Context: an optimization exercise on an open-source flow, tuned for a short achievable clock period and few clock cycles per item. The choices shown serve that exercise and are no tape-out recipe. Only simulation tests tie the RTL to the original design; equivalence was not proved. No activity file was given, so power comes from the tool's default toggle rates.

==> flow/design.v (excerpt) <==
module meter_poll_retry_sequencer_unit
(
  input  wire        clk,
  input  wire        rst_n,
  input  wire        in_valid,
  output logic       in_stall,
  input  mprs_pkg::in_item_t   in_data,
  output logic       out_valid,
  input  wire        out_stall,
  output mprs_pkg::out_item_t  out_data,
  input  wire        psel,
  input  wire        penable,
  input  wire        pwrite,
  input  wire [3:0]  paddr,
  input  wire [31:0] pwdata,
  output logic [31:0] prdata,
  output logic       pready
);
  localparam int CQ_DEPTH = 4;
  logic [15:0] poll_r;
  logic [11:0] wait_r;
  logic [3:0]  retry_r;
  logic        wr_en, wr_poll, wr_wait, wr_retry;
  logic [15:0] pollm2_r;      
  logic        pollle1_r;     
  logic [11:0] waitm1_r;      
  logic        waitnz_r;      
  logic [3:0]  retrym1_r;     
  logic        retrynz_r;     
  assign pready   = 1'b1;
  assign wr_en    = psel && penable && pwrite;
  assign wr_poll  = wr_en && (paddr[3:2] == REG_POLL);
  assign wr_wait  = wr_en && (paddr[3:2] == REG_WAIT);
  assign wr_retry = wr_en && (paddr[3:2] == REG_RETRY);
  always_ff @(posedge clk) begin
    if (!rst_n) begin
      poll_r    <= POLL_RST;
      pollm2_r  <= POLL_RST - 16'd2;
      pollle1_r <= 1'b0;
    end else if (wr_poll) begin
      poll_r    <= pwdata[15:0];
      pollm2_r  <= pwdata[15:0] - 16'd2;
      pollle1_r <= pwdata[15:1] == 15'd0;
    end
  end
  always_ff @(posedge clk) begin
    if (!rst_n) begin
      wait_r   <= WAIT_RST;
      waitm1_r <= WAIT_RST - 12'd1;
      waitnz_r <= 1'b1;
    end else if (wr_wait) begin
      wait_r   <= pwdata[11:0];
      waitm1_r <= pwdata[11:0] - 12'd1;
  ...
Size in the first run: about 790 flip-flops, ~120 I/O pins, roughly 0.031 mm^2 of cells after synthesis.
==> flow/config.mk <==
export PLATFORM = sky130hd
export DESIGN_NAME = meter_poll_retry_sequencer_unit
export DESIGN_NICKNAME = meter_poll_retry_sequencer_unit
export VERILOG_FILES = /design/flow/design.v
export SDC_FILE = /design/flow/constraint.sdc
export NUM_CORES = 4
export LEC_CHECK = 0
export ABC_CLOCK_PERIOD_IN_PS = 2500
export CAP_MARGIN = 20
export CORE_MARGIN = 2
export CORE_UTILIZATION = 65
export SETUP_SLACK_MARGIN = 2.5
export SLEW_MARGIN = 20
==> flow/constraint.sdc <==
create_clock -name core_clock -period 5.0 [get_ports {clk}]
set_input_delay 1.0000 -clock core_clock [delete_from_list [all_inputs] [get_ports {clk}]]
set_output_delay 1.0000 -clock core_clock [all_outputs]
set_load 0.01 [all_outputs]
standard.sh (not shown) runs the stock make flow with config.mk's settings and CLKGATE_MAP_FILE= SYNTH_SCRIPT=/design/flow/synth_recipe.tcl, a recipe that flattens the netlist after the stock synthesis.
==> flow/flow/run.sh <==
#!/bin/bash
# Own layout flow: the standard synthesis and ORFS flow, with the port buffers
# inserted as real buffers (buf_4) instead of the smallest delay cell, and the
# timing repair allowed to resize across cell footprints.
set -euo pipefail
cd "$(dirname "${BASH_SOURCE[0]}")/.."
bash standard.sh synth > flow_synth.log 2>&1
export BUFFER_PORTS_ARGS="-buffer_cell sky130_fd_sc_hd__buf_4"
bash standard.sh MATCH_CELL_FOOTPRINT=0 finish > flow_layout.log 2>&1
Testbench counts at the start, summed over its fixed seeds: cycles 24,013, items 24,000.
==> next run, changes <==
--- a/flow/design.v
+++ b/flow/design.v
@@ -98,35 +98,35 @@
   output logic [31:0] prdata,
   output logic       pready
 );
   localparam int CQ_DEPTH = 4;
   logic [15:0] poll_r;
   logic [11:0] wait_r;
   logic [3:0]  retry_r;
   logic        wr_en, wr_poll, wr_wait, wr_retry;
-  logic [15:0] pollm2_r;      
+  logic [15:0] pollm1_r;      
   logic        pollle1_r;     
   logic [11:0] waitm1_r;      
   logic        waitnz_r;      
   logic [3:0]  retrym1_r;     
   logic        retrynz_r;     
   assign pready   = 1'b1;
   assign wr_en    = psel && penable && pwrite;
   assign wr_poll  = wr_en && (paddr[3:2] == REG_POLL);
   assign wr_wait  = wr_en && (paddr[3:2] == REG_WAIT);
   assign wr_retry = wr_en && (paddr[3:2] == REG_RETRY);
   always_ff @(posedge clk) begin
     if (!rst_n) begin
       poll_r    <= POLL_RST;
-      pollm2_r  <= POLL_RST - 16'd2;
+      pollm1_r  <= POLL_RST - 16'd1;
       pollle1_r <= 1'b0;
     end else if (wr_poll) begin
       poll_r    <= pwdata[15:0];
-      pollm2_r  <= pwdata[15:0] - 16'd2;
+      pollm1_r  <= pwdata[15:0] - 16'd1;
       pollle1_r <= pwdata[15:1] == 15'd0;
     end
   end
   always_ff @(posedge clk) begin
     if (!rst_n) begin
       wait_r   <= WAIT_RST;
       waitm1_r <= WAIT_RST - 12'd1;
       waitnz_r <= 1'b1;
@@ -154,37 +154,37 @@
       REG_RETRY: prdata = {28'h0000000, retry_r};
       default:   prdata = '0;
     endcase
   end
   logic [1:0]        phase_r;
   logic              waiting_r;
   logic [3:0]        attempts_r;
   logic [11:0]       timer_r;
-  logic [15:0]       since_r;
+  logic [15:0]       sp1_r;       
   logic [RX_DEPTH:0] wptr_r;      
   logic [7:0]        vexp_r, cexp_r, pexp_r;
   logic              tlt_r, bnz_r, alt_r, sge_r;
   logic [7:0]          mem [RX_DEPTH];
   logic [RX_DEPTH-1:0] vld_r;
   logic        in_stall_r;
   logic        take, is_byte, tick, wr_ok;
-  logic [15:0] since_inc;
+  logic [15:0] sp1_inc;
   logic        busy, closed, good;
   logic        tk_poll, tk_resend, tk_count, tk_retry, tk_fail, go_exp, go_values;
   logic        res_any;
   logic [2:0]  res_act;
   function automatic logic [7:0] rd(input int a);
     rd = vld_r[a] ? mem[a] : 8'h00;
   endfunction
   assign take    = in_valid && !in_stall_r;
   assign is_byte = in_data.command == CMD_BYTE;
   assign tick    = take && !is_byte;
   assign wr_ok   = waiting_r && (phase_r != PH_IDLE) && !wptr_r[RX_DEPTH];
-  assign since_inc = (since_r == 16'hFFFF) ? since_r : since_r + 16'd1;
+  assign sp1_inc   = (sp1_r == 16'hFFFF) ? sp1_r : sp1_r + 16'd1;
   assign busy      = phase_r != PH_IDLE;
   assign closed    = busy && waiting_r && !tlt_r;
   assign good      = closed && bnz_r;
   assign tk_poll   = !busy && sge_r;
   assign tk_resend = busy && !waiting_r;
   assign tk_count  = busy && waiting_r && tlt_r;
   assign go_exp    = good && (phase_r == PH_SCALE);
   assign go_values = good && (phase_r == PH_VALUES);
@@ -237,32 +237,32 @@
     if (bc_clr) begin
       bnz_nxt = 1'b0;
     end else if (bc_inc) begin
       bnz_nxt = 1'b1;
     end else begin
       bnz_nxt = bnz_r;
     end
     if (wr_poll) begin
-      sge_nxt = since_inc >= pwdata[15:0];
+      sge_nxt = sp1_r >= pwdata[15:0];
     end else if (sn_clr) begin
       sge_nxt = pollle1_r;
     end else if (sn_inc) begin
-      sge_nxt = sge_r || (since_r == pollm2_r) || (since_r == 16'hFFFE);
+      sge_nxt = sge_r || (sp1_r == pollm1_r) || (sp1_r == 16'hFFFF);
     end else begin
       sge_nxt = sge_r;
     end
   end
   always_ff @(posedge clk) begin
     if (!rst_n) begin
       phase_r    <= PH_IDLE;
       waiting_r  <= 1'b0;
       attempts_r <= '0;
       timer_r    <= '0;
-      since_r    <= '0;
+      sp1_r      <= 16'd1;
       wptr_r     <= (RX_DEPTH + 1)'(1);
       vexp_r     <= '0;
       cexp_r     <= '0;
       pexp_r     <= '0;
       tlt_r      <= 1'b1;           
       bnz_r      <= 1'b0;
       alt_r      <= 1'b1;           
       sge_r      <= 1'b0;           
@@ -289,19 +289,19 @@
         attempts_r <= attempts_r + 4'd1;
       end
       if (tmr_clr) begin
         timer_r <= '0;
       end else if (tmr_inc) begin
         timer_r <= timer_r + 12'd1;
       end
       if (sn_clr) begin
-        since_r <= '0;
+        sp1_r <= 16'd1;
       end else if (sn_inc) begin
-        since_r <= since_inc;
+        sp1_r <= sp1_inc;
       end
       if (bc_clr) begin
         wptr_r <= (RX_DEPTH + 1)'(1);
       end else if (bc_inc) begin
         wptr_r <= {wptr_r[RX_DEPTH-1:0], 1'b0};
       end
       if (tick && go_exp) begin
         vexp_r <= rd(ADDR_VEXP);
Effect: Hold slack is better by 0.011 ns; synthesized area came out lower by 1.6%; final cell count went down by 3.6%; sequential power hardly moves; cell area shrinks by 2.6%; clock power is lower by about 2%; via count decreases by 3.8%; clock-buffer cell count climbs by 6; wire length stays flat; utilization decreases by 1.5 points; die area goes down by 1.6%; synthesized cell count is lower by 4.2%.
Testbench counts after the change, summed over its fixed seeds: cycles 24,013, items 24,000.

[re-timing with driven ports]
No port has a modelled driver above. Below, the same layouts with a new extraction and two added sets of constraints. Step 1, drivers: a clkbuf_16 drives clk and a buf_2 each remaining input, both assumed. Step 2 adds t to the input delays and takes it off the output delays; t is the mean of the earliest and latest rising clock arrival at the registers after step 1. Input paths then give back, and output paths get back, about the clock's delay inside the block. a / b / c = ideal / step 1 / step 2; a / b = the first two.
run | shift t [ns] | setup WS [ns] | pins driven straight from the clock port
the first run | 0.663 | 2.379 / 2.242 / 1.954 | 1
the second run | 0.652 | 2.360 / 2.222 / 1.986 | 1
After both steps setup and hold are still met in every run listed. The setup slack of the first run, which loses most, moves by -0.137 ns with the drivers and by -0.425 ns with both steps.
